What follows belongs to an exercise in optimizing a design on an open flow for small area and a short achievable clock period; a production flow would make more cautious choices.
No functional check of the RTL was part of any run shown here.
Power and IR drop assume default switching activity.

==> flow/design.v (outline; a module is shown in full before it is edited, if it fits) <==
// module csa_fa: 10 lines
// module csa_ha: 9 lines
// module csa_fx: 12 lines
// module csa_x2: 7 lines
// module csa_hn: 9 lines
// module csa_xn: 7 lines
// module filter_tap_loader: 39 lines
// module horizontal_filter: 610 lines
// module row_result_store: 38 lines
// module vertical_filter: 390 lines
// module conv_top: 60 lines
module conv_top (
	input  logic    clk,
	input  logic    rst_n,
	input  logic    filter_valid,
	input  logic    image_valid,
	input  conv_pkg::sample_t in_data,
	output logic    out_valid,
	output conv_pkg::result_t out_data
);
  // ...
==> flow/run.sh <==
#!/bin/bash
# synth_recipe.tcl (not shown) runs the flow's synth.tcl, then flattens the netlist and writes it again
# the make line also repeats each setting of config.mk as NAME=value (left out here)
make -C /OpenROAD-flow-scripts/flow DESIGN_CONFIG=/design/flow/config.mk WORK_HOME=/design/flow/orfs CLKGATE_MAP_FILE= SYNTH_SCRIPT=/design/flow/synth_recipe.tcl finish
==> flow/config.mk <==
export PLATFORM = sky130hd
export DESIGN_NAME = conv_top
export DESIGN_NICKNAME = conv_top
export VERILOG_FILES = /design/flow/design.v
export SDC_FILE = /design/flow/constraint.sdc
export NUM_CORES = 4
export LEC_CHECK = 0
export ABC_CLOCK_PERIOD_IN_PS = 2050
export CAP_MARGIN = 20
export CORE_MARGIN = 2
export CORE_UTILIZATION = 40
export CTS_BUF_LIST = sky130_fd_sc_hd__clkbuf_16
export CTS_CLUSTER_DIAMETER = 150
export CTS_CLUSTER_SIZE = 25
export SETUP_SLACK_MARGIN = 2.55
export SLEW_MARGIN = 20
export SYNTH_HIERARCHICAL = 1
==> flow/constraint.sdc <==
create_clock -name core_clock -period 4.5 [get_ports {clk}]
set_input_delay 0.9000 -clock core_clock [delete_from_list [all_inputs] [get_ports {clk}]]
set_output_delay 0.9000 -clock core_clock [all_outputs]
set_load 0.01 [all_outputs]
==> run notes, run 1 <==
- Run status: finished clean
- Power per cell area: 769 mW/mm2
- Fin cells: ~1.7k
- Max Cap Viol: 0
- Layout cells sized above 1: roughly a fifth
- Worst r2r src: u_filter_tap_loader.sr[7]$_DFFE_PP_
- Hold slack final: 0.335 ns
- Largest cell class by area: flip-flops and latches
- Pins over their slew limit: 0
- Setup Viol. Count Final: 0
- Die width: around 210 um
- CTS sink cnt: 387
- # rows: 74
- Final setup TNS: 0 ns
- HP Class: flip-flop to flip-flop
- Final GP Congestion: a little under 0.8
- Setup Buffers After CTS: 37
- Largest regs: u_row_result_store.dl x128, u_horizontal_filter.rt_s0 x39, u_vertical_filter.ct_s0 x38
- Most frequent cells in the layout: dfxtp_1, edfxtp_1, xnor2_1
- Synth warnings: 12
- Hold Path End: u_vertical_filter.ct_s1[2]$_DFF_P_
- Setup ws final: around 2.6 ns
- CTS resizes: 98
- H-tree Lvls: 1
- Filler Cell Count: ~3.6k
- Ports: 25
==> module filter_tap_loader, before the edit <==
module filter_tap_loader (
	input  logic    clk,
	input  logic    filter_valid,
	input  conv_pkg::sample_t in_data,
	output logic [conv_pkg::TAPS-1:0][1:0] bt_one,
	output logic [conv_pkg::TAPS-1:0][1:0] bt_two,
	output logic [conv_pkg::TAPS-1:0][1:0] bt_neg,
	output conv_pkg::sample_t [conv_pkg::TAPS-1:0] col_taps
);
	conv_pkg::sample_t [conv_pkg::TAPS-1:0] sc;
	logic [conv_pkg::TAPS-1:0][5:0] sr;
	logic [5:0] enc;
	always_comb begin
		enc[0] = sc[conv_pkg::TAPS-1][0];
		enc[1] = sc[conv_pkg::TAPS-1][1];
		enc[2] = sc[conv_pkg::TAPS-1][3] & ~(sc[conv_pkg::TAPS-1][2] & sc[conv_pkg::TAPS-1][1]);
		enc[3] = sc[conv_pkg::TAPS-1][1] & ~sc[conv_pkg::TAPS-1][0];
		enc[4] = sc[conv_pkg::TAPS-1][2] ^ sc[conv_pkg::TAPS-1][1];
		enc[5] = (sc[conv_pkg::TAPS-1][3] & ~sc[conv_pkg::TAPS-1][2] & ~sc[conv_pkg::TAPS-1][1])
		       | (~sc[conv_pkg::TAPS-1][3] & sc[conv_pkg::TAPS-1][2] & sc[conv_pkg::TAPS-1][1]);
	end
	always_ff @(posedge clk) begin
		if (filter_valid) begin
			sc <= {sc[conv_pkg::TAPS-2:0], in_data};
			sr <= {sr[conv_pkg::TAPS-2:0], enc};
		end
	end
	always_comb begin
		for (int k = 0; k < conv_pkg::TAPS; k++) begin
			col_taps[k]  = sc[conv_pkg::TAPS-1-k];
			bt_one[k][0] = sr[conv_pkg::TAPS-1-k][0];
			bt_neg[k][0] = sr[conv_pkg::TAPS-1-k][1];
			bt_neg[k][1] = sr[conv_pkg::TAPS-1-k][2];
			bt_two[k][0] = sr[conv_pkg::TAPS-1-k][3];
			bt_one[k][1] = sr[conv_pkg::TAPS-1-k][4];
			bt_two[k][1] = sr[conv_pkg::TAPS-1-k][5];
		end
	end
endmodule
==> inputs of run 2 (changes only) <==
--- a/flow/design.v
+++ b/flow/design.v
@@ -72,17 +72,17 @@
 	output conv_pkg::sample_t [conv_pkg::TAPS-1:0] col_taps
 );
 	conv_pkg::sample_t [conv_pkg::TAPS-1:0] sc;
 	logic [conv_pkg::TAPS-1:0][5:0] sr;
 	logic [5:0] enc;
 	always_comb begin
 		enc[0] = sc[conv_pkg::TAPS-1][0];
 		enc[1] = sc[conv_pkg::TAPS-1][1];
-		enc[2] = sc[conv_pkg::TAPS-1][3] & ~(sc[conv_pkg::TAPS-1][2] & sc[conv_pkg::TAPS-1][1]);
+		enc[2] = sc[conv_pkg::TAPS-1][3];
 		enc[3] = sc[conv_pkg::TAPS-1][1] & ~sc[conv_pkg::TAPS-1][0];
 		enc[4] = sc[conv_pkg::TAPS-1][2] ^ sc[conv_pkg::TAPS-1][1];
 		enc[5] = (sc[conv_pkg::TAPS-1][3] & ~sc[conv_pkg::TAPS-1][2] & ~sc[conv_pkg::TAPS-1][1])
 		       | (~sc[conv_pkg::TAPS-1][3] & sc[conv_pkg::TAPS-1][2] & sc[conv_pkg::TAPS-1][1]);
 	end
 	always_ff @(posedge clk) begin
 		if (filter_valid) begin
 			sc <= {sc[conv_pkg::TAPS-2:0], in_data};
@@ -453,20 +453,30 @@
 	logic rt_n330;
 	logic rt_n331;
 	logic rt_n332;
 	logic rt_n333;
 	logic rt_n334;
 	logic rt_n335;
 	logic rt_n336;
 	logic rt_n337;
+	logic rt_n338;
+	logic rt_n339;
+	logic rt_n340;
+	logic rt_n341;
+	logic rt_n342;
+	logic rt_n343;
+	logic rt_n344;
+	logic rt_n345;
+	logic rt_n346;
+	logic rt_n347;
 	logic [14:0] rt_cpa;
-	logic [38:0] rt_s0;
-	logic [28:0] rt_s1;
-	logic [28:0] rt_s2;
+	logic [39:0] rt_s0;
+	logic [30:0] rt_s1;
+	logic [30:0] rt_s2;
 	logic [14:0] rt_sum;
 	assign rt_n0 = ~(((bt_one[0][0] & win[2][0]) | (bt_two[0][0] & 1'b0)) ^ bt_neg[0][0]);
 	assign rt_n1 = ~(((bt_one[0][0] & win[2][1]) | (bt_two[0][0] & win[2][0])) ^ bt_neg[0][0]);
 	assign rt_n2 = ~(((bt_one[0][0] & win[2][2]) | (bt_two[0][0] & win[2][1])) ^ bt_neg[0][0]);
 	assign rt_n3 = ~(((bt_one[0][0] & win[2][3]) | (bt_two[0][0] & win[2][2])) ^ bt_neg[0][0]);
 	assign rt_n4 = ~(((bt_one[0][0] & win[2][4]) | (bt_two[0][0] & win[2][3])) ^ bt_neg[0][0]);
 	assign rt_n5 = ~(((bt_one[0][0] & win[2][5]) | (bt_two[0][0] & win[2][4])) ^ bt_neg[0][0]);
 	assign rt_n6 = ~(((bt_one[0][0] & win[2][6]) | (bt_two[0][0] & win[2][5])) ^ bt_neg[0][0]);
@@ -539,17 +549,17 @@
 	assign rt_n73 = ~(((bt_one[2][1] & win[4][8]) | (bt_two[2][1] & win[4][7])) ^ bt_neg[2][1]);
 	assign rt_n74 = ~(((bt_one[2][1] & win[4][9]) | (bt_two[2][1] & win[4][8])) ^ bt_neg[2][1]);
 	assign rt_n75 = ~(((bt_one[2][1] & win[4][9]) | (bt_two[2][1] & win[4][9])) ^ bt_neg[2][1]);
 	assign rt_n76 = ~rt_n75;
 	assign rt_n77 = ~bt_neg[2][1];
 	csa_fa u_rt_0 (.a(rt_n12), .b(rt_n38), .c(rt_n64), .s(rt_n78), .co(rt_n79));
 	csa_fa u_rt_1 (.a(rt_n0), .b(rt_n26), .c(rt_n52), .s(rt_n80), .co(rt_n81));
 	csa_fa u_rt_2 (.a(rt_n1), .b(rt_n27), .c(rt_n53), .s(rt_n82), .co(rt_n83));
-	csa_fx u_rt_3 (.a(rt_n79), .b(rt_n81), .c(rt_n82), .s(rt_n84), .co(rt_n85));
+	csa_hn u_rt_3 (.a(rt_n79), .b(rt_n81), .s(rt_n84), .co(rt_n85));
 	csa_fa u_rt_4 (.a(rt_n25), .b(rt_n51), .c(rt_n77), .s(rt_n86), .co(rt_n87));
 	csa_fa u_rt_5 (.a(rt_n2), .b(rt_n13), .c(rt_n28), .s(rt_n88), .co(rt_n89));
 	csa_fa u_rt_6 (.a(rt_n39), .b(rt_n54), .c(rt_n65), .s(rt_n90), .co(rt_n91));
 	csa_fx u_rt_7 (.a(rt_n86), .b(rt_n83), .c(rt_n88), .s(rt_n92), .co(rt_n93));
 	csa_fa u_rt_8 (.a(rt_n3), .b(rt_n14), .c(rt_n29), .s(rt_n94), .co(rt_n95));
 	csa_fa u_rt_9 (.a(rt_n40), .b(rt_n55), .c(rt_n66), .s(rt_n96), .co(rt_n97));
 	csa_fx u_rt_10 (.a(rt_n87), .b(rt_n89), .c(rt_n91), .s(rt_n98), .co(rt_n99));
 	csa_fa u_rt_11 (.a(rt_n4), .b(rt_n15), .c(rt_n30), .s(rt_n100), .co(rt_n101));
@@ -599,119 +609,124 @@
 	assign rt_n169 = ~(((bt_one[3][1] & win[4][6]) | (bt_two[3][1] & win[4][5])) ^ bt_neg[3][1]);
 	assign rt_n170 = ~(((bt_one[3][1] & win[4][7]) | (bt_two[3][1] & win[4][6])) ^ bt_neg[3][1]);
 	assign rt_n171 = ~(((bt_one[3][1] & win[4][8]) | (bt_two[3][1] & win[4][7])) ^ bt_neg[3][1]);
 	assign rt_n172 = ~(((bt_one[3][1] & win[4][9]) | (bt_two[3][1] & win[4][8])) ^ bt_neg[3][1]);
 	assign rt_n173 = ~(((bt_one[3][1] & win[4][9]) | (bt_two[3][1] & win[4][9])) ^ bt_neg[3][1]);
 	assign rt_n174 = ~rt_n173;
 	assign rt_n175 = ~bt_neg[3][1];
 	csa_fa u_rt_36 (.a(rt_s0[0]), .b(rt_s0[1]), .c(rt_n162), .s(rt_n176), .co(rt_n177));
-	csa_fa u_rt_37 (.a(rt_s0[2]), .b(rt_n177), .c(rt_n151), .s(rt_n178), .co(rt_n179));
-	csa_fa u_rt_38 (.a(rt_s0[3]), .b(rt_s0[4]), .c(rt_s0[5]), .s(rt_n180), .co(rt_n181));
+	csa_fa u_rt_37 (.a(rt_s0[2]), .b(rt_s0[3]), .c(rt_n177), .s(rt_n178), .co(rt_n179));
+	csa_fa u_rt_38 (.a(rt_s0[4]), .b(rt_s0[5]), .c(rt_s0[6]), .s(rt_n180), .co(rt_n181));
 	csa_fa u_rt_39 (.a(rt_n175), .b(rt_n180), .c(rt_n152), .s(rt_n182), .co(rt_n183));
-	csa_fx u_rt_40 (.a(rt_n163), .b(rt_n179), .c(rt_n182), .s(rt_n184), .co(rt_n185));
-	csa_fa u_rt_41 (.a(rt_s0[6]), .b(rt_s0[7]), .c(rt_s0[8]), .s(rt_n186), .co(rt_n187));
-	csa_fa u_rt_42 (.a(rt_s0[9]), .b(rt_n181), .c(rt_n186), .s(rt_n188), .co(rt_n189));
-	csa_fa u_rt_43 (.a(rt_n153), .b(rt_n164), .c(rt_n188), .s(rt_n190), .co(rt_n191));
-	csa_fa u_rt_44 (.a(rt_s0[10]), .b(rt_s0[11]), .c(rt_s0[12]), .s(rt_n192), .co(rt_n193));
+	csa_hn u_rt_40 (.a(rt_n163), .b(rt_n179), .s(rt_n184), .co(rt_n185));
+	csa_fa u_rt_41 (.a(rt_s0[7]), .b(rt_s0[8]), .c(rt_s0[9]), .s(rt_n186), .co(rt_n187));
+	csa_fa u_rt_42 (.a(rt_s0[10]), .b(rt_n181), .c(rt_n186), .s(rt_n188), .co(rt_n189));
+	csa_fa u_rt_43 (.a(rt_n153), .b(rt_n164), .c(rt_n183), .s(rt_n190), .co(rt_n191));
+	csa_fa u_rt_44 (.a(rt_s0[11]), .b(rt_s0[12]), .c(rt_s0[13]), .s(rt_n192), .co(rt_n193));
 	csa_fa u_rt_45 (.a(rt_n187), .b(rt_n192), .c(rt_n154), .s(rt_n194), .co(rt_n195));
 	csa_fx u_rt_46 (.a(rt_n165), .b(rt_n189), .c(rt_n194), .s(rt_n196), .co(rt_n197));
-	csa_fa u_rt_47 (.a(rt_s0[13]), .b(rt_s0[14]), .c(rt_s0[15]), .s(rt_n198), .co(rt_n199));
+	csa_fa u_rt_47 (.a(rt_s0[14]), .b(rt_s0[15]), .c(rt_s0[16]), .s(rt_n198), .co(rt_n199));
 	csa_fa u_rt_48 (.a(rt_n193), .b(rt_n198), .c(rt_n155), .s(rt_n200), .co(rt_n201));
 	csa_fx u_rt_49 (.a(rt_n166), .b(rt_n195), .c(rt_n200), .s(rt_n202), .co(rt_n203));
-	csa_fa u_rt_50 (.a(rt_s0[16]), .b(rt_s0[17]), .c(rt_s0[18]), .s(rt_n204), .co(rt_n205));
+	csa_fa u_rt_50 (.a(rt_s0[17]), .b(rt_s0[18]), .c(rt_s0[19]), .s(rt_n204), .co(rt_n205));
 	csa_fa u_rt_51 (.a(rt_n199), .b(rt_n204), .c(rt_n156), .s(rt_n206), .co(rt_n207));
 	csa_fx u_rt_52 (.a(rt_n167), .b(rt_n201), .c(rt_n206), .s(rt_n208), .co(rt_n209));
-	csa_fa u_rt_53 (.a(rt_s0[19]), .b(rt_s0[20]), .c(rt_s0[21]), .s(rt_n210), .co(rt_n211));
+	csa_fa u_rt_53 (.a(rt_s0[20]), .b(rt_s0[21]), .c(rt_s0[22]), .s(rt_n210), .co(rt_n211));
 	csa_fa u_rt_54 (.a(rt_n205), .b(rt_n210), .c(rt_n157), .s(rt_n212), .co(rt_n213));
 	csa_fx u_rt_55 (.a(rt_n168), .b(rt_n207), .c(rt_n212), .s(rt_n214), .co(rt_n215));
-	csa_fa u_rt_56 (.a(rt_s0[22]), .b(rt_s0[23]), .c(rt_s0[24]), .s(rt_n216), .co(rt_n217));
+	csa_fa u_rt_56 (.a(rt_s0[23]), .b(rt_s0[24]), .c(rt_s0[25]), .s(rt_n216), .co(rt_n217));
 	csa_fa u_rt_57 (.a(rt_n211), .b(rt_n216), .c(rt_n158), .s(rt_n218), .co(rt_n219));
 	csa_fx u_rt_58 (.a(rt_n169), .b(rt_n213), .c(rt_n218), .s(rt_n220), .co(rt_n221));
-	csa_fa u_rt_59 (.a(rt_s0[25]), .b(rt_s0[26]), .c(rt_s0[27]), .s(rt_n222), .co(rt_n223));
+	csa_fa u_rt_59 (.a(rt_s0[26]), .b(rt_s0[27]), .c(rt_s0[28]), .s(rt_n222), .co(rt_n223));
 	csa_fa u_rt_60 (.a(rt_n217), .b(rt_n222), .c(rt_n159), .s(rt_n224), .co(rt_n225));
 	csa_fx u_rt_61 (.a(rt_n170), .b(rt_n219), .c(rt_n224), .s(rt_n226), .co(rt_n227));
-	csa_fa u_rt_62 (.a(rt_s0[28]), .b(rt_s0[29]), .c(rt_s0[30]), .s(rt_n228), .co(rt_n229));
-	csa_fa u_rt_63 (.a(rt_s0[31]), .b(rt_n223), .c(rt_n228), .s(rt_n230), .co(rt_n231));
-	csa_fa u_rt_64 (.a(rt_n171), .b(rt_n161), .c(rt_n230), .s(rt_n232), .co(rt_n233));
-	csa_fa u_rt_65 (.a(rt_s0[32]), .b(rt_s0[33]), .c(rt_s0[34]), .s(rt_n234), .co(rt_n235));
+	csa_fa u_rt_62 (.a(rt_s0[29]), .b(rt_s0[30]), .c(rt_s0[31]), .s(rt_n228), .co(rt_n229));
+	csa_fa u_rt_63 (.a(rt_s0[32]), .b(rt_n223), .c(rt_n228), .s(rt_n230), .co(rt_n231));
+	csa_fa u_rt_64 (.a(rt_n171), .b(rt_n161), .c(rt_n225), .s(rt_n232), .co(rt_n233));
+	csa_fa u_rt_65 (.a(rt_s0[33]), .b(rt_s0[34]), .c(rt_s0[35]), .s(rt_n234), .co(rt_n235));
 	csa_fa u_rt_66 (.a(rt_n229), .b(rt_n234), .c(rt_n172), .s(rt_n236), .co(rt_n237));
-	csa_fa u_rt_67 (.a(rt_s0[35]), .b(rt_s0[36]), .c(rt_n235), .s(rt_n238), .co(rt_n239));
-	csa_fx u_rt_68 (.a(rt_n174), .b(rt_n238), .c(rt_n237), .s(rt_n240), .co(rt_n241));
-	csa_fa u_rt_69 (.a(rt_s0[37]), .b(rt_s0[38]), .c(rt_n239), .s(rt_n242), .co(rt_n243));
-	assign rt_n244 = ~(((bt_one[4][0] & win[4][0]) | (bt_two[4][0] & 1'b0)) ^ bt_neg[4][0]);
-	assign rt_n245 = ~(((bt_one[4][0] & win[4][1]) | (bt_two[4][0] & win[4][0])) ^ bt_neg[4][0]);
-	assign rt_n246 = ~(((bt_one[4][0] & win[4][2]) | (bt_two[4][0] & win[4][1])) ^ bt_neg[4][0]);
-	assign rt_n247 = ~(((bt_one[4][0] & win[4][3]) | (bt_two[4][0] & win[4][2])) ^ bt_neg[4][0]);
-	assign rt_n248 = ~(((bt_one[4][0] & win[4][4]) | (bt_two[4][0] & win[4][3])) ^ bt_neg[4][0]);
-	assign rt_n249 = ~(((bt_one[4][0] & win[4][5]) | (bt_two[4][0] & win[4][4])) ^ bt_neg[4][0]);
-	assign rt_n250 = ~(((bt_one[4][0] & win[4][6]) | (bt_two[4][0] & win[4][5])) ^ bt_neg[4][0]);
-	assign rt_n251 = ~(((bt_one[4][0] & win[4][7]) | (bt_two[4][0] & win[4][6])) ^ bt_neg[4][0]);
-	assign rt_n252 = ~(((bt_one[4][0] & win[4][8]) | (bt_two[4][0] & win[4][7])) ^ bt_neg[4][0]);
-	assign rt_n253 = ~(((bt_one[4][0] & win[4][9]) | (bt_two[4][0] & win[4][8])) ^ bt_neg[4][0]);
-	assign rt_n254 = ~(((bt_one[4][0] & win[4][9]) | (bt_two[4][0] & win[4][9])) ^ bt_neg[4][0]);
-	assign rt_n255 = ~rt_n254;
-	assign rt_n256 = ~bt_neg[4][0];
-	assign rt_n257 = ~(((bt_one[4][1] & win[4][0]) | (bt_two[4][1] & 1'b0)) ^ bt_neg[4][1]);
-	assign rt_n258 = ~(((bt_one[4][1] & win[4][1]) | (bt_two[4][1] & win[4][0])) ^ bt_neg[4][1]);
-	assign rt_n259 = ~(((bt_one[4][1] & win[4][2]) | (bt_two[4][1] & win[4][1])) ^ bt_neg[4][1]);
-	assign rt_n260 = ~(((bt_one[4][1] & win[4][3]) | (bt_two[4][1] & win[4][2])) ^ bt_neg[4][1]);
-	assign rt_n261 = ~(((bt_one[4][1] & win[4][4]) | (bt_two[4][1] & win[4][3])) ^ bt_neg[4][1]);
-	assign rt_n262 = ~(((bt_one[4][1] & win[4][5]) | (bt_two[4][1] & win[4][4])) ^ bt_neg[4][1]);
-	assign rt_n263 = ~(((bt_one[4][1] & win[4][6]) | (bt_two[4][1] & win[4][5])) ^ bt_neg[4][1]);
-	assign rt_n264 = ~(((bt_one[4][1] & win[4][7]) | (bt_two[4][1] & win[4][6])) ^ bt_neg[4][1]);
-	assign rt_n265 = ~(((bt_one[4][1] & win[4][8]) | (bt_two[4][1] & win[4][7])) ^ bt_neg[4][1]);
-	assign rt_n266 = ~(((bt_one[4][1] & win[4][9]) | (bt_two[4][1] & win[4][8])) ^ bt_neg[4][1]);
-	assign rt_n267 = ~(((bt_one[4][1] & win[4][9]) | (bt_two[4][1] & win[4][9])) ^ bt_neg[4][1]);
-	assign rt_n268 = ~rt_n267;
-	assign rt_n269 = ~bt_neg[4][1];
-	csa_fa u_rt_70 (.a(rt_s1[0]), .b(rt_s1[1]), .c(rt_n256), .s(rt_n270), .co(rt_n271));
-	csa_fa u_rt_71 (.a(rt_s1[2]), .b(rt_n271), .c(rt_n245), .s(rt_n272), .co(rt_n273));
-	csa_fa u_rt_72 (.a(rt_s1[3]), .b(rt_n269), .c(rt_n246), .s(rt_n274), .co(rt_n275));
-	csa_fx u_rt_73 (.a(rt_n257), .b(rt_n273), .c(rt_n274), .s(rt_n276), .co(rt_n277));
-	csa_fa u_rt_74 (.a(rt_s1[4]), .b(rt_s1[5]), .c(rt_s1[6]), .s(rt_n278), .co(rt_n279));
-	csa_fa u_rt_75 (.a(rt_n278), .b(rt_n247), .c(rt_n258), .s(rt_n280), .co(rt_n281));
-	csa_fa u_rt_76 (.a(rt_s1[7]), .b(rt_s1[8]), .c(rt_n279), .s(rt_n282), .co(rt_n283));
-	csa_fa u_rt_77 (.a(rt_n248), .b(rt_n259), .c(rt_n282), .s(rt_n284), .co(rt_n285));
-	csa_fa u_rt_78 (.a(rt_s1[9]), .b(rt_s1[10]), .c(rt_n249), .s(rt_n286), .co(rt_n287));
-	csa_fx u_rt_79 (.a(rt_n260), .b(rt_n283), .c(rt_n286), .s(rt_n288), .co(rt_n289));
-	csa_fa u_rt_80 (.a(rt_s1[11]), .b(rt_s1[12]), .c(rt_n250), .s(rt_n290), .co(rt_n291));
-	csa_fx u_rt_81 (.a(rt_n261), .b(rt_n287), .c(rt_n290), .s(rt_n292), .co(rt_n293));
-	csa_fa u_rt_82 (.a(rt_s1[13]), .b(rt_s1[14]), .c(rt_n251), .s(rt_n294), .co(rt_n295));
-	csa_fx u_rt_83 (.a(rt_n262), .b(rt_n291), .c(rt_n294), .s(rt_n296), .co(rt_n297));
-	csa_fa u_rt_84 (.a(rt_s1[15]), .b(rt_s1[16]), .c(rt_n252), .s(rt_n298), .co(rt_n299));
-	csa_fx u_rt_85 (.a(rt_n263), .b(rt_n295), .c(rt_n298), .s(rt_n300), .co(rt_n301));
-	csa_fa u_rt_86 (.a(rt_s1[17]), .b(rt_s1[18]), .c(rt_n253), .s(rt_n302), .co(rt_n303));
-	csa_fx u_rt_87 (.a(rt_n264), .b(rt_n299), .c(rt_n302), .s(rt_n304), .co(rt_n305));
-	csa_fa u_rt_88 (.a(rt_s1[19]), .b(rt_s1[20]), .c(rt_s1[21]), .s(rt_n306), .co(rt_n307));
-	csa_fa u_rt_89 (.a(rt_n306), .b(rt_n265), .c(rt_n255), .s(rt_n308), .co(rt_n309));
-	csa_fa u_rt_90 (.a(rt_s1[22]), .b(rt_s1[23]), .c(rt_s1[24]), .s(rt_n310), .co(rt_n311));
-	csa_fa u_rt_91 (.a(rt_n307), .b(rt_n310), .c(rt_n266), .s(rt_n312), .co(rt_n313));
-	csa_fa u_rt_92 (.a(rt_s1[25]), .b(rt_n311), .c(rt_n268), .s(rt_n314), .co(rt_n315));
-	csa_fx u_rt_93 (.a(rt_s1[26]), .b(rt_s1[27]), .c(rt_n315), .s(rt_n316), .co(rt_n317));
-	csa_hn u_rt_94 (.a(rt_s2[4]), .b(rt_s2[5]), .s(rt_n318), .co(rt_n319));
-	csa_hn u_rt_95 (.a(rt_s2[7]), .b(rt_s2[8]), .s(rt_n320), .co(rt_n321));
-	csa_hn u_rt_96 (.a(rt_s2[9]), .b(rt_s2[10]), .s(rt_n322), .co(rt_n323));
-	csa_hn u_rt_97 (.a(rt_s2[11]), .b(rt_s2[12]), .s(rt_n324), .co(rt_n325));
-	csa_hn u_rt_98 (.a(rt_s2[13]), .b(rt_s2[14]), .s(rt_n326), .co(rt_n327));
-	csa_hn u_rt_99 (.a(rt_s2[15]), .b(rt_s2[16]), .s(rt_n328), .co(rt_n329));
-	csa_hn u_rt_100 (.a(rt_s2[17]), .b(rt_s2[18]), .s(rt_n330), .co(rt_n331));
-	csa_fx u_rt_101 (.a(rt_s2[19]), .b(rt_s2[20]), .c(rt_s2[21]), .s(rt_n332), .co(rt_n333));
-	csa_hn u_rt_102 (.a(rt_s2[22]), .b(rt_s2[23]), .s(rt_n334), .co(rt_n335));
-	csa_hn u_rt_103 (.a(rt_s2[24]), .b(rt_s2[25]), .s(rt_n336), .co(rt_n337));
-	assign rt_cpa = {rt_s2[27], rt_s2[26], rt_n335, rt_n333, rt_n331, rt_n329, rt_n327, rt_n325, rt_n323, rt_n321, rt_n319, rt_s2[6], rt_s2[3], rt_s2[2], rt_s2[0]} + {rt_s2[28], rt_n337, rt_n336, rt_n334, rt_n332, rt_n330, rt_n328, rt_n326, rt_n324, rt_n322, rt_n320, rt_n318, 1'b1, 1'b1, rt_s2[1]} + 15'd1;
+	csa_hn u_rt_67 (.a(rt_n231), .b(rt_n236), .s(rt_n238), .co(rt_n239));
+	csa_fa u_rt_68 (.a(rt_s0[36]), .b(rt_s0[37]), .c(rt_n235), .s(rt_n240), .co(rt_n241));
+	csa_fa u_rt_69 (.a(rt_n174), .b(rt_n240), .c(rt_n237), .s(rt_n242), .co(rt_n243));
+	csa_fa u_rt_70 (.a(rt_s0[38]), .b(rt_s0[39]), .c(rt_n241), .s(rt_n244), .co(rt_n245));
+	assign rt_n246 = ~(((bt_one[4][0] & win[4][0]) | (bt_two[4][0] & 1'b0)) ^ bt_neg[4][0]);
+	assign rt_n247 = ~(((bt_one[4][0] & win[4][1]) | (bt_two[4][0] & win[4][0])) ^ bt_neg[4][0]);
+	assign rt_n248 = ~(((bt_one[4][0] & win[4][2]) | (bt_two[4][0] & win[4][1])) ^ bt_neg[4][0]);
+	assign rt_n249 = ~(((bt_one[4][0] & win[4][3]) | (bt_two[4][0] & win[4][2])) ^ bt_neg[4][0]);
+	assign rt_n250 = ~(((bt_one[4][0] & win[4][4]) | (bt_two[4][0] & win[4][3])) ^ bt_neg[4][0]);
+	assign rt_n251 = ~(((bt_one[4][0] & win[4][5]) | (bt_two[4][0] & win[4][4])) ^ bt_neg[4][0]);
+	assign rt_n252 = ~(((bt_one[4][0] & win[4][6]) | (bt_two[4][0] & win[4][5])) ^ bt_neg[4][0]);
+	assign rt_n253 = ~(((bt_one[4][0] & win[4][7]) | (bt_two[4][0] & win[4][6])) ^ bt_neg[4][0]);
+	assign rt_n254 = ~(((bt_one[4][0] & win[4][8]) | (bt_two[4][0] & win[4][7])) ^ bt_neg[4][0]);
+	assign rt_n255 = ~(((bt_one[4][0] & win[4][9]) | (bt_two[4][0] & win[4][8])) ^ bt_neg[4][0]);
+	assign rt_n256 = ~(((bt_one[4][0] & win[4][9]) | (bt_two[4][0] & win[4][9])) ^ bt_neg[4][0]);
+	assign rt_n257 = ~rt_n256;
+	assign rt_n258 = ~bt_neg[4][0];
+	assign rt_n259 = ~(((bt_one[4][1] & win[4][0]) | (bt_two[4][1] & 1'b0)) ^ bt_neg[4][1]);
+	assign rt_n260 = ~(((bt_one[4][1] & win[4][1]) | (bt_two[4][1] & win[4][0])) ^ bt_neg[4][1]);
+	assign rt_n261 = ~(((bt_one[4][1] & win[4][2]) | (bt_two[4][1] & win[4][1])) ^ bt_neg[4][1]);
+	assign rt_n262 = ~(((bt_one[4][1] & win[4][3]) | (bt_two[4][1] & win[4][2])) ^ bt_neg[4][1]);
+	assign rt_n263 = ~(((bt_one[4][1] & win[4][4]) | (bt_two[4][1] & win[4][3])) ^ bt_neg[4][1]);
+	assign rt_n264 = ~(((bt_one[4][1] & win[4][5]) | (bt_two[4][1] & win[4][4])) ^ bt_neg[4][1]);
+	assign rt_n265 = ~(((bt_one[4][1] & win[4][6]) | (bt_two[4][1] & win[4][5])) ^ bt_neg[4][1]);
+	assign rt_n266 = ~(((bt_one[4][1] & win[4][7]) | (bt_two[4][1] & win[4][6])) ^ bt_neg[4][1]);
+	assign rt_n267 = ~(((bt_one[4][1] & win[4][8]) | (bt_two[4][1] & win[4][7])) ^ bt_neg[4][1]);
+	assign rt_n268 = ~(((bt_one[4][1] & win[4][9]) | (bt_two[4][1] & win[4][8])) ^ bt_neg[4][1]);
+	assign rt_n269 = ~(((bt_one[4][1] & win[4][9]) | (bt_two[4][1] & win[4][9])) ^ bt_neg[4][1]);
+	assign rt_n270 = ~rt_n269;
+	assign rt_n271 = ~bt_neg[4][1];
+	csa_fa u_rt_71 (.a(rt_s1[0]), .b(rt_s1[1]), .c(rt_n258), .s(rt_n272), .co(rt_n273));
+	csa_fa u_rt_72 (.a(rt_s1[2]), .b(rt_s1[3]), .c(rt_n273), .s(rt_n274), .co(rt_n275));
+	csa_fa u_rt_73 (.a(rt_s1[4]), .b(rt_s1[5]), .c(rt_n271), .s(rt_n276), .co(rt_n277));
+	csa_fa u_rt_74 (.a(rt_n248), .b(rt_n259), .c(rt_n276), .s(rt_n278), .co(rt_n279));
+	csa_fa u_rt_75 (.a(rt_s1[6]), .b(rt_s1[7]), .c(rt_s1[8]), .s(rt_n280), .co(rt_n281));
+	csa_fa u_rt_76 (.a(rt_n280), .b(rt_n277), .c(rt_n249), .s(rt_n282), .co(rt_n283));
+	csa_hn u_rt_77 (.a(rt_n260), .b(rt_n279), .s(rt_n284), .co(rt_n285));
+	csa_fa u_rt_78 (.a(rt_s1[9]), .b(rt_s1[10]), .c(rt_n281), .s(rt_n286), .co(rt_n287));
+	csa_fa u_rt_79 (.a(rt_n250), .b(rt_n261), .c(rt_n286), .s(rt_n288), .co(rt_n289));
+	csa_fa u_rt_80 (.a(rt_s1[11]), .b(rt_s1[12]), .c(rt_n251), .s(rt_n290), .co(rt_n291));
+	csa_fx u_rt_81 (.a(rt_n262), .b(rt_n287), .c(rt_n290), .s(rt_n292), .co(rt_n293));
+	csa_fa u_rt_82 (.a(rt_s1[13]), .b(rt_s1[14]), .c(rt_n252), .s(rt_n294), .co(rt_n295));
+	csa_fx u_rt_83 (.a(rt_n263), .b(rt_n291), .c(rt_n294), .s(rt_n296), .co(rt_n297));
+	csa_fa u_rt_84 (.a(rt_s1[15]), .b(rt_s1[16]), .c(rt_n253), .s(rt_n298), .co(rt_n299));
+	csa_fx u_rt_85 (.a(rt_n264), .b(rt_n295), .c(rt_n298), .s(rt_n300), .co(rt_n301));
+	csa_fa u_rt_86 (.a(rt_s1[17]), .b(rt_s1[18]), .c(rt_n254), .s(rt_n302), .co(rt_n303));
+	csa_fx u_rt_87 (.a(rt_n265), .b(rt_n299), .c(rt_n302), .s(rt_n304), .co(rt_n305));
+	csa_fa u_rt_88 (.a(rt_s1[19]), .b(rt_s1[20]), .c(rt_n255), .s(rt_n306), .co(rt_n307));
+	csa_fx u_rt_89 (.a(rt_n266), .b(rt_n303), .c(rt_n306), .s(rt_n308), .co(rt_n309));
+	csa_fa u_rt_90 (.a(rt_s1[21]), .b(rt_s1[22]), .c(rt_s1[23]), .s(rt_n310), .co(rt_n311));
+	csa_fa u_rt_91 (.a(rt_n310), .b(rt_n267), .c(rt_n257), .s(rt_n312), .co(rt_n313));
+	csa_hn u_rt_92 (.a(rt_n307), .b(rt_n312), .s(rt_n314), .co(rt_n315));
+	csa_fa u_rt_93 (.a(rt_s1[24]), .b(rt_s1[25]), .c(rt_n311), .s(rt_n316), .co(rt_n317));
+	csa_fx u_rt_94 (.a(rt_n268), .b(rt_n316), .c(rt_n313), .s(rt_n318), .co(rt_n319));
+	csa_fa u_rt_95 (.a(rt_s1[26]), .b(rt_s1[27]), .c(rt_n270), .s(rt_n320), .co(rt_n321));
+	csa_hn u_rt_96 (.a(rt_n317), .b(rt_n320), .s(rt_n322), .co(rt_n323));
+	csa_fx u_rt_97 (.a(rt_s1[28]), .b(rt_s1[29]), .c(rt_n321), .s(rt_n324), .co(rt_n325));
+	csa_hn u_rt_98 (.a(rt_s2[8]), .b(rt_s2[9]), .s(rt_n326), .co(rt_n327));
+	csa_hn u_rt_99 (.a(rt_s2[11]), .b(rt_s2[12]), .s(rt_n328), .co(rt_n329));
+	csa_hn u_rt_100 (.a(rt_s2[13]), .b(rt_s2[14]), .s(rt_n330), .co(rt_n331));
+	csa_hn u_rt_101 (.a(rt_s2[15]), .b(rt_s2[16]), .s(rt_n332), .co(rt_n333));
+	csa_hn u_rt_102 (.a(rt_s2[17]), .b(rt_s2[18]), .s(rt_n334), .co(rt_n335));
+	csa_hn u_rt_103 (.a(rt_s2[19]), .b(rt_s2[20]), .s(rt_n336), .co(rt_n337));
+	csa_hn u_rt_104 (.a(rt_s2[21]), .b(rt_s2[22]), .s(rt_n338), .co(rt_n339));
+	csa_hn u_rt_105 (.a(rt_s2[23]), .b(rt_s2[24]), .s(rt_n340), .co(rt_n341));
+	csa_hn u_rt_106 (.a(rt_s2[25]), .b(rt_s2[26]), .s(rt_n342), .co(rt_n343));
+	csa_hn u_rt_107 (.a(rt_s2[27]), .b(rt_s2[28]), .s(rt_n344), .co(rt_n345));
+	csa_hn u_rt_108 (.a(rt_s2[29]), .b(rt_s2[30]), .s(rt_n346), .co(rt_n347));
+	assign rt_cpa = {rt_n345, rt_n343, rt_n341, rt_n339, rt_n337, rt_n335, rt_n333, rt_n331, rt_n329, rt_n327, rt_s2[10], rt_s2[6], rt_s2[4], rt_s2[2], rt_s2[0]} + {rt_n346, rt_n344, rt_n342, rt_n340, rt_n338, rt_n336, rt_n334, rt_n332, rt_n330, rt_n328, rt_n326, rt_s2[7], rt_s2[5], rt_s2[3], rt_s2[1]} + 15'd1;
 	assign rt_sum = ~rt_cpa;
 	always_ff @(posedge clk) begin
-		rt_s0 <= {rt_n149, rt_n147, rt_n148, rt_n145, rt_n144, rt_n141, rt_n139, rt_n135, rt_n140, rt_n138, rt_n133, rt_n134, rt_n129, rt_n132, rt_n128, rt_n123, rt_n126, rt_n122, rt_n117, rt_n120, rt_n116, rt_n111, rt_n114, rt_n110, rt_n105, rt_n108, rt_n104, rt_n99, rt_n102, rt_n98, rt_n93, rt_n96, rt_n94, rt_n92, rt_n85, rt_n90, rt_n84, rt_n80, rt_n78};
+		rt_s0 <= {rt_n149, rt_n147, rt_n148, rt_n145, rt_n144, rt_n141, rt_n139, rt_n135, rt_n140, rt_n138, rt_n133, rt_n134, rt_n129, rt_n132, rt_n128, rt_n123, rt_n126, rt_n122, rt_n117, rt_n120, rt_n116, rt_n111, rt_n114, rt_n110, rt_n105, rt_n108, rt_n104, rt_n99, rt_n102, rt_n98, rt_n93, rt_n96, rt_n94, rt_n92, rt_n85, rt_n90, rt_n84, rt_n82, rt_n80, rt_n78};
 	end
 	always_ff @(posedge clk) begin
-		rt_s1 <= {rt_n243, rt_n242, rt_n241, rt_n240, rt_n233, rt_n236, rt_n231, rt_n232, rt_n227, rt_n225, rt_n226, rt_n221, rt_n220, rt_n215, rt_n214, rt_n209, rt_n208, rt_n203, rt_n202, rt_n197, rt_n196, rt_n191, rt_n190, rt_n185, rt_n183, rt_n184, rt_n178, rt_n176, rt_n150};
+		rt_s1 <= {rt_n245, rt_n244, rt_n243, rt_n242, rt_n239, rt_n238, rt_n233, rt_n232, rt_n227, rt_n230, rt_n226, rt_n221, rt_n220, rt_n215, rt_n214, rt_n209, rt_n208, rt_n203, rt_n202, rt_n197, rt_n196, rt_n191, rt_n190, rt_n185, rt_n188, rt_n184, rt_n182, rt_n178, rt_n151, rt_n176, rt_n150};
 	end
 	always_ff @(posedge clk) begin
-		rt_s2 <= {rt_n317, rt_s1[28], rt_n316, rt_n314, rt_n313, rt_n312, rt_n309, rt_n305, rt_n308, rt_n303, rt_n304, rt_n301, rt_n300, rt_n297, rt_n296, rt_n293, rt_n292, rt_n289, rt_n288, rt_n285, rt_n284, rt_n281, rt_n277, rt_n280, rt_n275, rt_n276, rt_n272, rt_n270, rt_n244};
+		rt_s2 <= {rt_n325, rt_s1[30], rt_n324, rt_n323, rt_n322, rt_n319, rt_n318, rt_n315, rt_n314, rt_n309, rt_n308, rt_n305, rt_n304, rt_n301, rt_n300, rt_n297, rt_n296, rt_n293, rt_n292, rt_n289, rt_n288, rt_n285, rt_n283, rt_n284, rt_n282, rt_n278, rt_n275, rt_n274, rt_n247, rt_n272, rt_n246};
 	end
 	always_ff @(posedge clk) begin
 		out_data <= {rt_sum[14], rt_sum};
 	end
 endmodule
 `timescale 1ns/10ps
 module row_result_store (
 	input  logic    clk,
@@ -973,17 +988,17 @@
 	logic ct_n211;
 	logic ct_n212;
 	logic ct_n213;
 	logic ct_n214;
 	logic ct_n215;
 	logic ct_n216;
 	logic ct_n217;
 	logic [9:0] ct_cpa;
-	logic [37:0] ct_s0;
+	logic [33:0] ct_s0;
 	logic [17:0] ct_s1;
 	logic [9:0] ct_sum;
 	assign ct_n0 = ~(col_pix[0][0] & col_taps[0][0]);
 	assign ct_n1 = ~(col_pix[0][0] & col_taps[0][1]);
 	assign ct_n2 = ~(col_pix[0][0] & col_taps[0][2]);
 	assign ct_n3 = ~(col_pix[0][1] & col_taps[0][0]);
 	assign ct_n4 = ~(col_pix[0][1] & col_taps[0][1]);
 	assign ct_n5 = ~(col_pix[0][1] & col_taps[0][2]);
@@ -1056,92 +1071,92 @@
 	assign ct_n72 = ~(col_pix[4][2] & col_taps[4][2]);
 	assign ct_n73 = ~(col_pix[4][3] & col_taps[4][3]);
 	assign ct_n74 = col_pix[4][0] & col_taps[4][3];
 	assign ct_n75 = col_pix[4][1] & col_taps[4][3];
 	assign ct_n76 = col_pix[4][2] & col_taps[4][3];
 	assign ct_n77 = col_pix[4][3] & col_taps[4][0];
 	assign ct_n78 = col_pix[4][3] & col_taps[4][1];
 	assign ct_n79 = col_pix[4][3] & col_taps[4][2];
-	csa_fa u_ct_0 (.a(ct_n64), .b(ct_n0), .c(ct_n16), .s(ct_n80), .co(ct_n81));
-	csa_fa u_ct_1 (.a(ct_n32), .b(ct_n48), .c(ct_n80), .s(ct_n82), .co(ct_n83));
-	csa_fa u_ct_2 (.a(ct_n65), .b(ct_n67), .c(ct_n1), .s(ct_n84), .co(ct_n85));
-	csa_fa u_ct_3 (.a(ct_n3), .b(ct_n17), .c(ct_n19), .s(ct_n86), .co(ct_n87));
-	csa_fa u_ct_4 (.a(ct_n33), .b(ct_n35), .c(ct_n49), .s(ct_n88), .co(ct_n89));
-	csa_fa u_ct_5 (.a(ct_n51), .b(ct_n81), .c(ct_n84), .s(ct_n90), .co(ct_n91));
+	csa_fa u_ct_0 (.a(ct_n0), .b(ct_n16), .c(ct_n32), .s(ct_n80), .co(ct_n81));
+	csa_fa u_ct_1 (.a(ct_n48), .b(ct_n64), .c(ct_n80), .s(ct_n82), .co(ct_n83));
+	csa_fa u_ct_2 (.a(ct_n1), .b(ct_n3), .c(ct_n17), .s(ct_n84), .co(ct_n85));
+	csa_fa u_ct_3 (.a(ct_n19), .b(ct_n33), .c(ct_n35), .s(ct_n86), .co(ct_n87));
+	csa_fa u_ct_4 (.a(ct_n49), .b(ct_n51), .c(ct_n65), .s(ct_n88), .co(ct_n89));
+	csa_fa u_ct_5 (.a(ct_n67), .b(ct_n81), .c(ct_n84), .s(ct_n90), .co(ct_n91));
 	csa_fx u_ct_6 (.a(ct_n86), .b(ct_n88), .c(ct_n83), .s(ct_n92), .co(ct_n93));
-	csa_fa u_ct_7 (.a(ct_n66), .b(ct_n68), .c(ct_n70), .s(ct_n94), .co(ct_n95));
-	csa_fa u_ct_8 (.a(ct_n2), .b(ct_n4), .c(ct_n6), .s(ct_n96), .co(ct_n97));
-	csa_fa u_ct_9 (.a(ct_n18), .b(ct_n20), .c(ct_n22), .s(ct_n98), .co(ct_n99));
-	csa_fa u_ct_10 (.a(ct_n34), .b(ct_n36), .c(ct_n38), .s(ct_n100), .co(ct_n101));
-	csa_fa u_ct_11 (.a(ct_n50), .b(ct_n52), .c(ct_n54), .s(ct_n102), .co(ct_n103));
+	csa_fa u_ct_7 (.a(ct_n2), .b(ct_n4), .c(ct_n6), .s(ct_n94), .co(ct_n95));
+	csa_fa u_ct_8 (.a(ct_n18), .b(ct_n20), .c(ct_n22), .s(ct_n96), .co(ct_n97));
+	csa_fa u_ct_9 (.a(ct_n34), .b(ct_n36), .c(ct_n38), .s(ct_n98), .co(ct_n99));
+	csa_fa u_ct_10 (.a(ct_n50), .b(ct_n52), .c(ct_n54), .s(ct_n100), .co(ct_n101));
+	csa_fa u_ct_11 (.a(ct_n66), .b(ct_n68), .c(ct_n70), .s(ct_n102), .co(ct_n103));
 	csa_fa u_ct_12 (.a(ct_n85), .b(ct_n87), .c(ct_n89), .s(ct_n104), .co(ct_n105));
 	csa_fa u_ct_13 (.a(ct_n94), .b(ct_n96), .c(ct_n98), .s(ct_n106), .co(ct_n107));
 	csa_fx u_ct_14 (.a(ct_n100), .b(ct_n102), .c(ct_n91), .s(ct_n108), .co(ct_n109));
-	csa_fa u_ct_15 (.a(ct_n69), .b(ct_n71), .c(ct_n5), .s(ct_n110), .co(ct_n111));
-	csa_fa u_ct_16 (.a(ct_n7), .b(ct_n21), .c(ct_n23), .s(ct_n112), .co(ct_n113));
-	csa_fa u_ct_17 (.a(ct_n37), .b(ct_n39), .c(ct_n53), .s(ct_n114), .co(ct_n115));
-	csa_fa u_ct_18 (.a(ct_n55), .b(ct_n74), .c(ct_n77), .s(ct_n116), .co(ct_n117));
-	csa_fa u_ct_19 (.a(ct_n10), .b(ct_n13), .c(ct_n26), .s(ct_n118), .co(ct_n119));
-	csa_fa u_ct_20 (.a(ct_n29), .b(ct_n42), .c(ct_n45), .s(ct_n120), .co(ct_n121));
-	csa_fa u_ct_21 (.a(ct_n58), .b(ct_n61), .c(ct_n95), .s(ct_n122), .co(ct_n123));
+	csa_fa u_ct_15 (.a(ct_n5), .b(ct_n7), .c(ct_n21), .s(ct_n110), .co(ct_n111));
+	csa_fa u_ct_16 (.a(ct_n23), .b(ct_n37), .c(ct_n39), .s(ct_n112), .co(ct_n113));
+	csa_fa u_ct_17 (.a(ct_n53), .b(ct_n55), .c(ct_n69), .s(ct_n114), .co(ct_n115));
+	csa_fa u_ct_18 (.a(ct_n71), .b(ct_n10), .c(ct_n13), .s(ct_n116), .co(ct_n117));
+	csa_fa u_ct_19 (.a(ct_n26), .b(ct_n29), .c(ct_n42), .s(ct_n118), .co(ct_n119));
+	csa_fa u_ct_20 (.a(ct_n45), .b(ct_n58), .c(ct_n61), .s(ct_n120), .co(ct_n121));
+	csa_fa u_ct_21 (.a(ct_n74), .b(ct_n77), .c(ct_n95), .s(ct_n122), .co(ct_n123));
 	csa_fa u_ct_22 (.a(ct_n97), .b(ct_n99), .c(ct_n101), .s(ct_n124), .co(ct_n125));
 	csa_fa u_ct_23 (.a(ct_n103), .b(ct_n110), .c(ct_n112), .s(ct_n126), .co(ct_n127));
 	csa_fa u_ct_24 (.a(ct_n114), .b(ct_n116), .c(ct_n118), .s(ct_n128), .co(ct_n129));
-	csa_ha u_ct_25 (.a(ct_n72), .b(ct_n8), .s(ct_n130), .co(ct_n131));
-	csa_fa u_ct_26 (.a(ct_n24), .b(ct_n40), .c(ct_n56), .s(ct_n132), .co(ct_n133));
-	csa_fa u_ct_27 (.a(ct_n75), .b(ct_n78), .c(ct_n11), .s(ct_n134), .co(ct_n135));
-	csa_fa u_ct_28 (.a(ct_n14), .b(ct_n27), .c(ct_n30), .s(ct_n136), .co(ct_n137));
-	csa_fa u_ct_29 (.a(ct_n43), .b(ct_n46), .c(ct_n59), .s(ct_n138), .co(ct_n139));
-	csa_fa u_ct_30 (.a(ct_n62), .b(ct_n130), .c(ct_n111), .s(ct_n140), .co(ct_n141));
-	csa_fa u_ct_31 (.a(ct_n113), .b(ct_n115), .c(ct_n117), .s(ct_n142), .co(ct_n143));
-	csa_fa u_ct_32 (.a(ct_n119), .b(ct_n121), .c(ct_n132), .s(ct_n144), .co(ct_n145));
-	csa_fa u_ct_33 (.a(ct_n134), .b(ct_n136), .c(ct_n138), .s(ct_n146), .co(ct_n147));
-	csa_fa u_ct_34 (.a(ct_n76), .b(ct_n79), .c(ct_n12), .s(ct_n148), .co(ct_n149));
-	csa_fa u_ct_35 (.a(ct_n15), .b(ct_n28), .c(ct_n31), .s(ct_n150), .co(ct_n151));
-	csa_fa u_ct_36 (.a(ct_n44), .b(ct_n47), .c(ct_n60), .s(ct_n152), .co(ct_n153));
-	csa_fa u_ct_37 (.a(ct_n63), .b(ct_n131), .c(ct_n133), .s(ct_n154), .co(ct_n155));
-	csa_fa u_ct_38 (.a(ct_n135), .b(ct_n137), .c(ct_n139), .s(ct_n156), .co(ct_n157));
-	csa_fa u_ct_39 (.a(ct_n148), .b(ct_n150), .c(ct_n152), .s(ct_n158), .co(ct_n159));
-	csa_ha u_ct_40 (.a(ct_n73), .b(ct_n9), .s(ct_n160), .co(ct_n161));
-	csa_fa u_ct_41 (.a(ct_n25), .b(ct_n41), .c(ct_n57), .s(ct_n162), .co(ct_n163));
-	csa_fa u_ct_42 (.a(ct_n160), .b(ct_n149), .c(ct_n151), .s(ct_n164), .co(ct_n165));
-	csa_fx u_ct_43 (.a(ct_n153), .b(ct_n162), .c(ct_n155), .s(ct_n166), .co(ct_n167));
-	csa_ha u_ct_44 (.a(ct_n161), .b(ct_n163), .s(ct_n168), .co(ct_n169));
-	csa_fa u_ct_45 (.a(ct_s0[3]), .b(ct_s0[4]), .c(ct_s0[5]), .s(ct_n170), .co(ct_n171));
-	csa_fa u_ct_46 (.a(ct_s0[7]), .b(ct_s0[8]), .c(ct_s0[9]), .s(ct_n172), .co(ct_n173));
-	csa_fa u_ct_47 (.a(ct_s0[10]), .b(ct_s0[11]), .c(ct_s0[12]), .s(ct_n174), .co(ct_n175));
-	csa_fa u_ct_48 (.a(ct_s0[13]), .b(ct_s0[14]), .c(ct_n171), .s(ct_n176), .co(ct_n177));
-	csa_fa u_ct_49 (.a(ct_n172), .b(ct_n174), .c(ct_n176), .s(ct_n178), .co(ct_n179));
-	csa_fa u_ct_50 (.a(ct_s0[15]), .b(ct_s0[16]), .c(ct_s0[17]), .s(ct_n180), .co(ct_n181));
-	csa_fa u_ct_51 (.a(ct_s0[18]), .b(ct_s0[19]), .c(ct_s0[20]), .s(ct_n182), .co(ct_n183));
-	csa_fa u_ct_52 (.a(ct_s0[21]), .b(ct_s0[22]), .c(ct_n173), .s(ct_n184), .co(ct_n185));
-	csa_fa u_ct_53 (.a(ct_n175), .b(ct_n180), .c(ct_n182), .s(ct_n186), .co(ct_n187));
-	csa_fa u_ct_54 (.a(ct_n177), .b(ct_n184), .c(ct_n186), .s(ct_n188), .co(ct_n189));
-	csa_fa u_ct_55 (.a(ct_s0[23]), .b(ct_s0[24]), .c(ct_s0[25]), .s(ct_n190), .co(ct_n191));
-	csa_fa u_ct_56 (.a(ct_s0[26]), .b(ct_s0[27]), .c(ct_s0[28]), .s(ct_n192), .co(ct_n193));
-	csa_fa u_ct_57 (.a(ct_s0[29]), .b(ct_n181), .c(ct_n183), .s(ct_n194), .co(ct_n195));
-	csa_fa u_ct_58 (.a(ct_n190), .b(ct_n192), .c(ct_n185), .s(ct_n196), .co(ct_n197));
-	csa_fx u_ct_59 (.a(ct_n187), .b(ct_n194), .c(ct_n196), .s(ct_n198), .co(ct_n199));
-	csa_fa u_ct_60 (.a(ct_s0[30]), .b(ct_s0[31]), .c(ct_s0[32]), .s(ct_n200), .co(ct_n201));
-	csa_fa u_ct_61 (.a(ct_s0[33]), .b(ct_n191), .c(ct_n193), .s(ct_n202), .co(ct_n203));
-	csa_fa u_ct_62 (.a(ct_n200), .b(ct_n195), .c(ct_n202), .s(ct_n204), .co(ct_n205));
-	csa_fa u_ct_63 (.a(ct_s0[34]), .b(ct_s0[35]), .c(ct_s0[36]), .s(ct_n206), .co(ct_n207));
-	csa_fa u_ct_64 (.a(ct_n201), .b(ct_n206), .c(ct_n203), .s(ct_n208), .co(ct_n209));
-	csa_ha u_ct_65 (.a(ct_s0[37]), .b(ct_n207), .s(ct_n210), .co(ct_n211));
+	csa_fx u_ct_25 (.a(ct_n120), .b(ct_n105), .c(ct_n122), .s(ct_n130), .co(ct_n131));
+	csa_ha u_ct_26 (.a(ct_n8), .b(ct_n24), .s(ct_n132), .co(ct_n133));
+	csa_fa u_ct_27 (.a(ct_n40), .b(ct_n56), .c(ct_n72), .s(ct_n134), .co(ct_n135));
+	csa_fa u_ct_28 (.a(ct_n11), .b(ct_n14), .c(ct_n27), .s(ct_n136), .co(ct_n137));
+	csa_fa u_ct_29 (.a(ct_n30), .b(ct_n43), .c(ct_n46), .s(ct_n138), .co(ct_n139));
+	csa_fa u_ct_30 (.a(ct_n59), .b(ct_n62), .c(ct_n75), .s(ct_n140), .co(ct_n141));
+	csa_fa u_ct_31 (.a(ct_n78), .b(ct_n132), .c(ct_n111), .s(ct_n142), .co(ct_n143));
+	csa_fa u_ct_32 (.a(ct_n113), .b(ct_n115), .c(ct_n117), .s(ct_n144), .co(ct_n145));
+	csa_fa u_ct_33 (.a(ct_n119), .b(ct_n121), .c(ct_n134), .s(ct_n146), .co(ct_n147));
+	csa_fa u_ct_34 (.a(ct_n136), .b(ct_n138), .c(ct_n140), .s(ct_n148), .co(ct_n149));
+	csa_fx u_ct_35 (.a(ct_n123), .b(ct_n125), .c(ct_n142), .s(ct_n150), .co(ct_n151));
+	csa_fa u_ct_36 (.a(ct_n12), .b(ct_n15), .c(ct_n28), .s(ct_n152), .co(ct_n153));
+	csa_fa u_ct_37 (.a(ct_n31), .b(ct_n44), .c(ct_n47), .s(ct_n154), .co(ct_n155));
+	csa_fa u_ct_38 (.a(ct_n60), .b(ct_n63), .c(ct_n76), .s(ct_n156), .co(ct_n157));
+	csa_fa u_ct_39 (.a(ct_n79), .b(ct_n133), .c(ct_n135), .s(ct_n158), .co(ct_n159));
+	csa_fa u_ct_40 (.a(ct_n137), .b(ct_n139), .c(ct_n141), .s(ct_n160), .co(ct_n161));
+	csa_fa u_ct_41 (.a(ct_n152), .b(ct_n154), .c(ct_n156), .s(ct_n162), .co(ct_n163));
+	csa_fx u_ct_42 (.a(ct_n143), .b(ct_n145), .c(ct_n158), .s(ct_n164), .co(ct_n165));
+	csa_ha u_ct_43 (.a(ct_n9), .b(ct_n25), .s(ct_n166), .co(ct_n167));
+	csa_fa u_ct_44 (.a(ct_n41), .b(ct_n57), .c(ct_n73), .s(ct_n168), .co(ct_n169));
+	csa_fa u_ct_45 (.a(ct_n166), .b(ct_n153), .c(ct_n155), .s(ct_n170), .co(ct_n171));
+	csa_fx u_ct_46 (.a(ct_n157), .b(ct_n168), .c(ct_n159), .s(ct_n172), .co(ct_n173));
+	csa_ha u_ct_47 (.a(ct_n167), .b(ct_n169), .s(ct_n174), .co(ct_n175));
+	csa_fx u_ct_48 (.a(ct_n174), .b(ct_n171), .c(ct_n173), .s(ct_n176), .co(ct_n177));
+	csa_fa u_ct_49 (.a(ct_s0[3]), .b(ct_s0[4]), .c(ct_s0[5]), .s(ct_n178), .co(ct_n179));
+	csa_fa u_ct_50 (.a(ct_s0[7]), .b(ct_s0[8]), .c(ct_s0[9]), .s(ct_n180), .co(ct_n181));
+	csa_fa u_ct_51 (.a(ct_s0[10]), .b(ct_s0[11]), .c(ct_s0[12]), .s(ct_n182), .co(ct_n183));
+	csa_fa u_ct_52 (.a(ct_n179), .b(ct_n180), .c(ct_n182), .s(ct_n184), .co(ct_n185));
+	csa_fa u_ct_53 (.a(ct_s0[13]), .b(ct_s0[14]), .c(ct_s0[15]), .s(ct_n186), .co(ct_n187));
+	csa_fa u_ct_54 (.a(ct_s0[16]), .b(ct_s0[17]), .c(ct_s0[18]), .s(ct_n188), .co(ct_n189));
+	csa_fa u_ct_55 (.a(ct_s0[19]), .b(ct_n181), .c(ct_n183), .s(ct_n190), .co(ct_n191));
+	csa_fa u_ct_56 (.a(ct_n186), .b(ct_n188), .c(ct_n185), .s(ct_n192), .co(ct_n193));
+	csa_fa u_ct_57 (.a(ct_s0[20]), .b(ct_s0[21]), .c(ct_s0[22]), .s(ct_n194), .co(ct_n195));
+	csa_fa u_ct_58 (.a(ct_s0[23]), .b(ct_s0[24]), .c(ct_s0[25]), .s(ct_n196), .co(ct_n197));
+	csa_fa u_ct_59 (.a(ct_n187), .b(ct_n189), .c(ct_n194), .s(ct_n198), .co(ct_n199));
+	csa_fx u_ct_60 (.a(ct_n196), .b(ct_n191), .c(ct_n198), .s(ct_n200), .co(ct_n201));
+	csa_fa u_ct_61 (.a(ct_s0[26]), .b(ct_s0[27]), .c(ct_s0[28]), .s(ct_n202), .co(ct_n203));
+	csa_fa u_ct_62 (.a(ct_s0[29]), .b(ct_s0[30]), .c(ct_n195), .s(ct_n204), .co(ct_n205));
+	csa_fa u_ct_63 (.a(ct_n197), .b(ct_n202), .c(ct_n199), .s(ct_n206), .co(ct_n207));
+	csa_fa u_ct_64 (.a(ct_s0[31]), .b(ct_n203), .c(ct_n205), .s(ct_n208), .co(ct_n209));
+	csa_ha u_ct_65 (.a(ct_s0[32]), .b(ct_s0[33]), .s(ct_n210), .co(ct_n211));
 	csa_hn u_ct_66 (.a(ct_s1[10]), .b(ct_s1[11]), .s(ct_n212), .co(ct_n213));
 	csa_hn u_ct_67 (.a(ct_s1[13]), .b(ct_s1[14]), .s(ct_n214), .co(ct_n215));
 	csa_hn u_ct_68 (.a(ct_s1[15]), .b(ct_s1[16]), .s(ct_n216), .co(ct_n217));
 	assign ct_cpa = {ct_s1[17], ct_n215, ct_n213, ct_s1[12], ct_s1[8], ct_s1[6], ct_s1[5], ct_s1[3], ct_s1[1], ct_s1[0]} + {ct_n217, ct_n216, ct_n214, ct_n212, ct_s1[9], ct_s1[7], 1'b1, ct_s1[4], ct_s1[2], 1'b1} + 10'd1;
 	assign ct_sum = ~ct_cpa;
 	always_ff @(posedge clk) begin
-		ct_s0 <= {ct_n169, ct_n167, ct_n165, ct_n168, ct_n159, ct_n164, ct_n166, ct_n157, ct_n158, ct_n156, ct_n147, ct_n145, ct_n154, ct_n143, ct_n141, ct_n146, ct_n144, ct_n129, ct_n142, ct_n127, ct_n140, ct_n125, ct_n123, ct_n128, ct_n109, ct_n126, ct_n124, ct_n107, ct_n122, ct_n105, ct_n120, ct_n93, ct_n108, ct_n106, ct_n104, ct_n92, ct_n90, ct_n82};
+		ct_s0 <= {ct_n177, ct_n175, ct_n176, ct_n165, ct_n163, ct_n172, ct_n170, ct_n161, ct_n164, ct_n151, ct_n162, ct_n160, ct_n149, ct_n147, ct_n150, ct_n131, ct_n148, ct_n146, ct_n129, ct_n144, ct_n127, ct_n130, ct_n109, ct_n128, ct_n126, ct_n124, ct_n107, ct_n93, ct_n108, ct_n106, ct_n104, ct_n92, ct_n90, ct_n82};
 	end
 	always_ff @(posedge clk) begin
-		ct_s1 <= {ct_n211, ct_n210, ct_n209, ct_n208, ct_n205, ct_n199, ct_n204, ct_n197, ct_n198, ct_n189, ct_n188, ct_n179, ct_n178, ct_n170, ct_s0[6], ct_s0[2], ct_s0[1], ct_s0[0]};
+		ct_s1 <= {ct_n211, ct_n210, ct_n209, ct_n208, ct_n207, ct_n206, ct_n201, ct_n204, ct_n200, ct_n193, ct_n192, ct_n190, ct_n184, ct_n178, ct_s0[6], ct_s0[2], ct_s0[1], ct_s0[0]};
 	end
 	always_ff @(posedge clk) begin
 		cs <= ct_sum;
 	end
 endmodule
 `timescale 1ns/10ps
 module conv_top (
 	input  logic    clk,
--- a/flow/config.mk
+++ b/flow/config.mk
@@ -7,11 +7,11 @@
 export LEC_CHECK = 0
 export ABC_CLOCK_PERIOD_IN_PS = 2050
 export CAP_MARGIN = 20
 export CORE_MARGIN = 2
 export CORE_UTILIZATION = 40
 export CTS_BUF_LIST = sky130_fd_sc_hd__clkbuf_16
 export CTS_CLUSTER_DIAMETER = 150
 export CTS_CLUSTER_SIZE = 25
-export SETUP_SLACK_MARGIN = 2.55
+export SETUP_SLACK_MARGIN = 2.45
 export SLEW_MARGIN = 20
 export SYNTH_HIERARCHICAL = 1
==> run 2 against run 1 <==
Against the previous run:
- sequential share of layout area rose by 0.18 points
- first-iteration DRC count fell by 0.34%
- via count up 1.4%
- sequential power barely moved
- utilization shrank 0.91 points
- fmax shrank 3.5%
- largest cell class unchanged
- largest power group unchanged
==> run notes, run 2 <==
- Power per cell area: 763 mW/mm2 (-0.82%)
- Area Growth Syn to Fin: 10.5%
- Setup Viol. Count Final: 0 (unchanged)
- H-tree Lvls: 1 (unchanged)
- Syn avg cell area: around 14 um2
- Period utilisation layout: 44.7%
- Run status: finished clean
- Avg WL per Cell: 17.5 um
- DPL Wire Length: 21200 um
- Synthesized net count: 1332
- Drc violations: 0
- Worst VDD drop: 0.000430 V
- Vias/cell: about 5
- CTS tree: yes
- Detailed Route WL: just over 30000 um
- CP Class: flip-flop to flip-flop
- Vias after detailed routing: between 8k and 9k
- Worst EP required: slightly below 5 ns
- Pins over their slew limit: 0 (unchanged)
- CP endpoint kind: flip-flop
- Tot Pwr: 14.2 mW
- Largest reg by FF count: u_row_result_store.dl
- Pin count of the biggest net entering global routing: 72
- Hold Fails Final Rpt: 0
- CP Data Arrival Time: 2.43 ns
- Die H: 209 um
- # rows: 75 (+1.4%)
- Layout cells sized above 1: 12.7% (-6.2 points)
- Tmin final: 2.01 ns
- Met2 usage: 26.2%
- First-pass DRT Iterations: 5
- CTS buffer count: 19
- Worst-Skew Late Latency: roughly 0.53 ns
- Max FFs per register: between 100 and 150
- HP Class: flip-flop to flip-flop
- RSZ-0062 raised after global routing: true
- Syn Std Cell Area: 0.0169 mm2
- CTS Hold Bufs: 0
- Gr ovfl total: 0
- Number of global-route vias before repair: 9079
- Mapped Cells: 1172
- Die width: 209 um (+0.51%)
- Synth warnings: 12 (unchanged)
- Worst slew pin tran: 0.845 ns
- Ports: 25 (unchanged)
- Antenna Nets Post-Route: 0
- GR met1 Demand/Resource: 18.4%
- CTS Root Cell: clkbuf_16
- Most Crowded Layer GR: met2
- # port buffers: 24
- Most common cell after layout, fill and taps aside: dfxtp_1
- Starting Density: around two fifths
- Filler Cell Count: 3707 (+2.5%)
- Global-route wire length before repair: between 40000 and 50000 um
- Global Route Usage Sum: 14.3%
- Die area: ~0.044 mm2
- CTS sink cnt: 388 (+0.26%)
- Achievable frequency: 0.498 GHz
- Worst-path clk slew: 0.10 ns
- Most frequent cells in the layout: dfxtp_1, edfxtp_1, xnor2_1
- Final setup TNS: 0 ns (unchanged)
- Clock Tree Buf Depth: 3
- Antenna cells: 0
- Largest regs: u_row_result_store.dl x128, u_horizontal_filter.rt_s0 x40, u_vertical_filter.ct_s0 x34
- Max Cap Viol: 0 (unchanged)
- 1st-iter DRT viols: 594
- Core Region: 0.0418 mm2
- Final GP Congestion: 0.837 (+8.1%)
- Total Nets Final: 1363
- Startpoint Class: flip-flop
- Worst-path maximum fanout: 5
- Worst relative slew slack: 43.7%
- Skew final: 0.0158 ns
- Initial antenna violation count: 0
- Leakage: 6.84 nW
- M3 GR Usage: 1.59%
[run 2: final timing paths]
kind	start	to	slack, ns	cells past startpoint
min	u_vertical_filter.ct_s0[1]$_DFF_P_	u_vertical_filter.ct_s1[1]$_DFF_P_	0.34	0
min in group asynchronous	rst_n	u_row_result_store.pix_pos[0]$_DFFE_PN0P_	0.69	1
max reg2reg	u_row_result_store.dl[94]$_DFFE_PP_	u_vertical_filter.ct_s0[33]$_DFF_P_	2.49	5
min reg2reg	u_vertical_filter.ct_s0[1]$_DFF_P_	u_vertical_filter.ct_s1[1]$_DFF_P_	0.34	0
max	u_row_result_store.dl[94]$_DFFE_PP_	u_vertical_filter.ct_s0[33]$_DFF_P_	2.49	5
max in group asynchronous	rst_n	res_pipe[4]$_DFF_PN0_	3.48	1
[run 2: critical path, cell delays in order, from the launching register on]
cell and delay, ns:
edfxtp_1 0.54, and2_1 0.24, fa_2 0.35, fa_2 0.38, xor2_2 0.19, a22o_1 0.20
[run 2: metrics by stage]
stage	hold slack [ns]	area [um2]	setup slack, ns	utilization (%)	cells
after floorplan	0.310	16900	2.29	-	1172
after global placement	0.314	17500	1.60	41.9	1674
after detailed placement	0.314	17500	1.59	41.9	1674
after CTS	0.337	18300	2.43	43.9	1728
after global routing	0.343	18600	2.39	44.6	1753
final	0.336	18600	2.49	44.6	1753
[run 2: timing repair]
action                     4_1_cts  5_1_grt
resized for setup               53       33
buffers inserted                22       25
setup endpoints to repair       77       48
pin swaps                        1        3
gates cloned                     0        0
[run 2: cell type report]
class	count	area [um2]	area share, %
Clock buffer	19	475	2.55
Clock inverter	13	66.3	0.356
Inverter	23	124	0.665
Multi-Input combinational cell	697	6970	37.4
Sequential cell	388	9620	51.6
Tap cell	539	674	3.62
Timing Repair Buffer	74	699	3.75
[run 2: power by group]
part / internal [mW] / total [mW] / switching, mW
Sequential: 4.89 / 5.72 / 0.825
Combinational: 3.27 / 6.64 / 3.36
Clock: 0.785 / 1.86 / 1.07
Total: 8.95 / 14.2 / 5.26
[run 2: routing by layer]
layer / up-vias / share of wire (%)
met5: - / 0
met4: 0 / 1.7
met3: 29 / 2.8
met2: 145 / 52
met1: 4517 / 44
li1: 4059 / -

what the ideal ports hide:
The results above use ideal ports. As a check the final layouts listed here were re-extracted and re-timed, cells and wires unchanged. Step 1 (the two cells are an assumption about what drives the block):
set clk [get_ports {clk}]
set_driving_cell -lib_cell sky130_fd_sc_hd__clkbuf_16 $clk
set_driving_cell -lib_cell sky130_fd_sc_hd__buf_2 [delete_from_list [all_inputs] $clk]
Step 2, shift: input delay + t, output delay - t, t = (earliest + latest rising clock arrival at the registers) / 2. This alone moves slack from input paths to output paths. Three values: ideal, step 1, step 2; two values: the first two.
| run | t, ns | slack for setup (ns) | worst setup path after step 2 |
|---|---|---|---|
| run 1 | 0.570 | 2.560 / 2.524 / 2.032 | input to register |
| run 2 | 0.573 | 2.491 / 2.449 / 1.977 | input to register |
After both steps setup and hold are still met in every run listed. For run 1, which loses most, drivers alone change the setup slack by -0.036 ns; drivers and shift together by -0.528 ns.
